This design comes from an exercise in tuning for small area, a short achievable clock period and few clock cycles per item on the open sky130 flow, not from production work. The RTL was checked by simulation tests, not by an equivalence proof against the original design.

**design/flow/run.sh**
```bash
#!/bin/bash
# synth_recipe.tcl (not shown) runs the flow's synth.tcl, then flattens the netlist and writes it again
# the make line also repeats each setting of config.mk as NAME=value (left out here)
make -C /OpenROAD-flow-scripts/flow DESIGN_CONFIG=/design/flow/config.mk WORK_HOME=/design/flow/orfs CLKGATE_MAP_FILE= SYNTH_SCRIPT=/design/flow/synth_recipe.tcl finish
```
**design/flow/config.mk**
```make
export PLATFORM = sky130hd
export DESIGN_NAME = sfp_norm
export DESIGN_NICKNAME = sfp_norm
export VERILOG_FILES = /design/flow/design.v
export SDC_FILE = /design/flow/constraint.sdc
export NUM_CORES = 4
export LEC_CHECK = 0
export CAP_MARGIN = 20
export CORE_MARGIN = 2
export CORE_UTILIZATION = 40
export SLEW_MARGIN = 20
```
**design/flow/constraint.sdc**
```tcl
create_clock -name core_clock -period 8.0 [get_ports {clk}]
set_input_delay 1.6000 -clock core_clock [delete_from_list [all_inputs] [get_ports {clk}]]
set_output_delay 1.6000 -clock core_clock [all_outputs]
set_load 0.01 [all_outputs]
```
**design/flow/design.v**
```verilog
module sfp_norm #(
  parameter int col     = 8,
  parameter int bw_psum = 20,
  parameter int frac    = 8
) (
  input  logic                     clk,
  input  logic                     reset,
  input  logic [bw_psum*col-1:0]   in,
  input  logic                     in_valid,
  input  logic [bw_psum+3:0]       sum_in,
  input  logic                     sum_in_valid,
  output logic [bw_psum+3:0]       sum_out,
  output logic                     sum_out_valid,
  output logic [bw_psum*col-1:0]   out,
  output logic                     out_valid,
  output logic                     busy
);
  localparam int SW = bw_psum + 4;
  localparam int MW = bw_psum + 1;
  localparam int RW = bw_psum + 5;
  localparam int QW = frac + 1;
  localparam int CW = (frac + 1 > 1) ? $clog2(frac + 1) : 1;
  typedef enum logic [2:0] {IDLE, ACC, XCHG, DIV, DONE} state_t;
  state_t              state;
  logic [MW-1:0]       mag    [col];
  logic                sgn    [col];
  logic [RW-1:0]       rem    [col];
  logic [frac-1:0]     quo    [col];
  logic [SW-1:0]       total;
  logic [CW-1:0]       cnt;
  logic [MW-1:0]       in_mag [col];
  logic                in_sgn [col];
  logic [RW-1:0]       rem_sh [col];
  logic [RW-1:0]       rem_nx [col];
  logic                qbit   [col];
  logic [QW-1:0]       quo_nx [col];
  logic [bw_psum-1:0]  out_nx [col];
  logic [SW-1:0]       local_sum;
  logic [RW-1:0]       total_ext;
  logic                first;
  assign busy      = (state != IDLE);
  assign total_ext = {1'b0, total};
  assign first     = (cnt == CW'(frac));
  always_comb begin
    local_sum = '0;
    for (int i = 0; i < col; i++)
      local_sum = local_sum + SW'(mag[i]);
  end
  for (genvar gi = 0; gi < col; gi++) begin : g_elem
    logic [bw_psum-1:0] x;
    logic [MW-1:0]      xe;
    logic [bw_psum-1:0] q_ext;
    assign x          = in[bw_psum*gi +: bw_psum];
    assign xe         = {x[bw_psum-1], x};
    assign in_mag[gi] = xe[MW-1] ? (~xe + 1'b1) : xe;
    assign in_sgn[gi] = x[bw_psum-1];
    assign rem_sh[gi] = first ? rem[gi] : {rem[gi][RW-2:0], 1'b0};
    assign qbit[gi]   = (rem_sh[gi] >= total_ext);
    assign rem_nx[gi] = qbit[gi] ? (rem_sh[gi] - total_ext) : rem_sh[gi];
    assign quo_nx[gi] = {quo[gi], qbit[gi]};
    assign q_ext      = {{(bw_psum-QW){1'b0}}, quo_nx[gi]};
    assign out_nx[gi] = (total == '0) ? '0 : (sgn[gi] ? (-q_ext) : q_ext);
  end
  logic unused_peer;
  assign unused_peer = ^{sum_in, sum_in_valid};
  always_ff @(posedge clk or posedge reset) begin
    if (reset) begin
      state         <= IDLE;
      total         <= '0;
      cnt           <= '0;
      sum_out       <= '0;
      sum_out_valid <= 1'b0;
      out           <= '0;
      out_valid     <= 1'b0;
      for (int i = 0; i < col; i++) begin
        mag[i] <= '0;
        sgn[i] <= 1'b0;
        rem[i] <= '0;
        quo[i] <= '0;
      end
    end else begin
      out_valid <= 1'b0;
      case (state)
        IDLE: begin
          if (in_valid) begin
            for (int i = 0; i < col; i++) begin
              mag[i] <= in_mag[i];
              sgn[i] <= in_sgn[i];
            end
            state <= ACC;
          end
        end
        ACC: begin
          sum_out <= local_sum;
          total   <= local_sum;
          cnt     <= CW'(frac);
          for (int i = 0; i < col; i++) begin
            rem[i] <= {{(RW-MW){1'b0}}, mag[i]};
            quo[i] <= '0;
          end
          state         <= DIV;
        end
        XCHG: begin
          if (sum_in_valid) begin
            total         <= sum_out + sum_in;
            sum_out_valid <= 1'b0;
            state         <= DIV;
          end
        end
        DIV: begin
          for (int i = 0; i < col; i++) begin
            rem[i] <= rem_nx[i];
            quo[i] <= quo_nx[i][frac-1:0];
          end
          if (cnt == '0) begin
            for (int i = 0; i < col; i++)
              out[bw_psum*i +: bw_psum] <= out_nx[i];
            out_valid <= 1'b1;
            state     <= DONE;
          end else begin
            cnt <= cnt - 1'b1;
          end
        end
        DONE: begin
          if (in_valid) begin
            for (int i = 0; i < col; i++) begin
              mag[i] <= in_mag[i];
              sgn[i] <= in_sgn[i];
            end
            state <= ACC;
          end else begin
            state <= IDLE;
          end
        end
        default: state <= IDLE;
      endcase
    end
  end
endmodule
```
==> impl_metrics.toml <==
[outcome]
status = "no timing/DRC/antenna violations"

[worst_setup_path]
worst_path_max_delay_cell = "buf_4"
cp_cell_sequence = "inv_1, ha_1, and3b_4, buf_4, nand2_1, nand2_1, ha_1, a21o_1, a311o_1, a21oi_1, o31ai_1, a21oi_2, a311oi_2, a41oi_4, buf_4, mux2_2, a22oi_1, o21ai_1"
crit_type = "reg -> reg"
rrSetupSlack_ps = 2360
r2r-end = "rem[5][18]"
crit_path_max_fanout = 62
critPathRequiredTime_ps = 8510
critPathLaunch = "cnt[1]"
r2r_cells = 18
cp-start-kind = "register"
cp-endpoint = "rem[5][18]"
reg2reg_from = "cnt[1]"
endpoint_kind = "register"
crit_arrival_ps = 6150
slowest_delay_ps = 700

[yosys]
yosysMostFrequentCell = "nand2_1"
synth.area.top_cells = "dfrtp_1 (33%), nand2_1 (9.3%), ha_1 (7.0%)"
synth-seq-cells = 632
netlist.area_leader.share_pct = 33.4
syn_inst = 5741
syn_nets = 6328
avgSynthCellArea_um2 = 8.24
ys_async_sr_fraction_pct = 100
yosys.area.top_type = "dfrtp_1"
synth_edf_count = 0
yosysSeqAreaShare_pct = 33.4
yosys_most_used_dff = "dfrtp_1"
synthTopCellsByCount = "nand2_1 (1,167), dfrtp_1 (632), o21ai_0 (497), a21oi_1 (388), inv_1 (337)"
syn_area_um2 = 47300
yosysWarnings = 12
ys_types = 94

[floorplan]
start_util_pct = 40.2
core-area_um2 = 118000
fp.dieArea_um2 = 121000
die_w_um = 348
rows = 126
ios = 375
die_y_um = 348

[place]
dp_cells = 7413
post_dp_cell_area_um2 = 52400
io_buffers = 373
gp_congestion = 0.958
place_ws_ps = 2450
dpl.hpwl_um = 124000

[timing]
slew_headroom_pct = 26.8
post-route-min-period_ps = 5640
slew_violations = 0
fin_crit_sh_pct = 70.5
hold_ws_ps = 473
timing.final.ws_setup_ps = 2360
finalHoldViolations = 0
fin_tns_setup_ps = 0
worst_pin_slew_ps = 1100
fin_skew_ps = 31.1
setup_violations = 0
max_freq_mhz = 177
rsz0062_at_grt = "false"

[route]
drtIter0Drc = 4034
drcViolationCount = 0
dr.pass1.iters = 6
finalWirelength_um = 169000
via_per_inst = 5.72
final_antenna_net_count = 0
route.vias.total = 43201
wl_per_cell_um = 22.4

[clocking]
cts.path.max_buffers = 3
cts.sinks = 632
clkTransAtPathRegs_ps = 60
insertion_delay_ps = 670
hold_buffers = 0
cts-root-buf = "clkbuf_16"
ctsResizeCount = 0
htreeDepth = 3
cts_tree = "done"
post_cts_buffers = 0
numCtsBuffers = 79

[finish]
nets = 6545
stdcell_area_um2 = 55100
drive_above_1_share_pct = 4.35
final_cells = 7554
fill_cells = 11631
utilization_pct = 46.8
area_growth_syn_to_layout_pct = 16.5

[global_routing]
grt.total_usage_pct = 27.5
grt_pass1_vias = 41073
grt_max_degree = 230
grt_antenna_before_repair = 4
grt_overflow = 0
grt_pass1_wl_um = 255000

[flow_run]
maxCapViolCount = 0

[worst_hold_path]
hold_path.class = "reg -> reg"
[metal layers]
| metal | vias up | routed length [µm] | track usage, % |
|---|---|---|---|
| met1 | 21004 | 76300 | 39.1 |
| met5 | - | 0 | 0 |
| met2 | 1598 | 72400 | 41.2 |
| li1 | 20325 | - | - |
| met3 | 274 | 13400 | 5.56 |
| met4 | 0 | 6710 | 9.92 |
[sequential cells by signal, indices dropped and copies added (netlist names)]
signal and flops:
cnt 4, mag 168, out 136, out_valid 1, quo 64, rem 200, sgn 8, state 3
sum_out 24, total 24
[final cells by class]
class	instances	area (µm²)	area share, %
clock buffers	116	2360	4.28
well taps	1536	1920	3.49
diodes	1	2.50	0.00454
repair buffers	444	4370	7.94
multi-input cells	4461	29000	52.7
flip-flops and latches	632	15800	28.7
inverters	340	1280	2.32
clock inverters	24	322	0.583
[worst min-delay path by stage]
stage | endpoint | from | depth (start not counted) | slack, ps
final | out[122] | out[122] | 2 | 470
after floorplan | mag[0][10] | mag[0][10] | 2 | 450
after detailed placement | out[95] | out[95] | 1 | 460
after global placement | out[75] | out[75] | 1 | 460
after CTS | out[95] | out[95] | 1 | 480
after global routing | out[95] | out[95] | 1 | 480
[worst max-delay path, delay by kind of cell, from the launching register on]
kind / cells / cell delay (ps)
AOI/OAI and AO/OA: 9 / 2000
buffers and inverters: 3 / 1350
DFF: 1 / 390
muxes: 1 / 400
adders and majority gates: 2 / 490
and+or+nand+nor: 3 / 770
[kinds of logic (layout without fill, tap and decap cells)]
group                    Yosys count  after routing  share of synthesized area, %
AND/OR/NAND/NOR                 1973           1973                          18.1
AO/OA/AOI/OAI                   1588           1588                          20.8
buffers and inverters            648            924                          5.41
flip-flops                       632            632                          33.4
adder cells (fa/ha/maj)          399            399                          12.7
XOR/XNOR                         388            388                          7.18
multiplexers                     112            112                          2.38
other                              1              2                       0.00793
[placed cells by master, fill, tap and decap left out, types with 134 or more instances in the layout]
cell,synthesis,routed
xnor2_1,141,141
nor2_1,251,247
inv_1,337,336
clkdlybuf4s50_1,0,373
xor2_1,247,247
dfrtp_1,632,631
fa_1,134,134
nand2_1,1167,1164
ha_1,265,265
a21oi_1,388,388
a21o_1,148,148
o21ai_0,497,497
nor3_1,148,147
Testbench counts, summed over its fixed seeds: cycles 35,208, items 3,200.

## port drivers added, routing unchanged
How much do the figures lean on ideal ports? The routed layout below was timed once more, with nothing changed but the port constraints. Step 1 (the two cells are an assumption about what drives the block):
set clk [get_ports {clk}]
set_driving_cell -lib_cell sky130_fd_sc_hd__clkbuf_16 $clk
set_driving_cell -lib_cell sky130_fd_sc_hd__buf_2 [delete_from_list [all_inputs] $clk]
Step 2 moves the port delays by t, midway between the first and last clock arrival at a register: inputs arrive t later, outputs are due t later. That takes back most of the time a late clock gives input paths. Three values: ideal ports, drivers, drivers and shift; two values: the first two.
t, ns: 0.724
setup WS [ns]: 2.357 / 2.357 / 2.357
worst setup path at the end: register to register
After both steps setup and hold are still met in this run. The setup slack of this run moves by 0.000 ns with the drivers and by 0.000 ns with both steps.
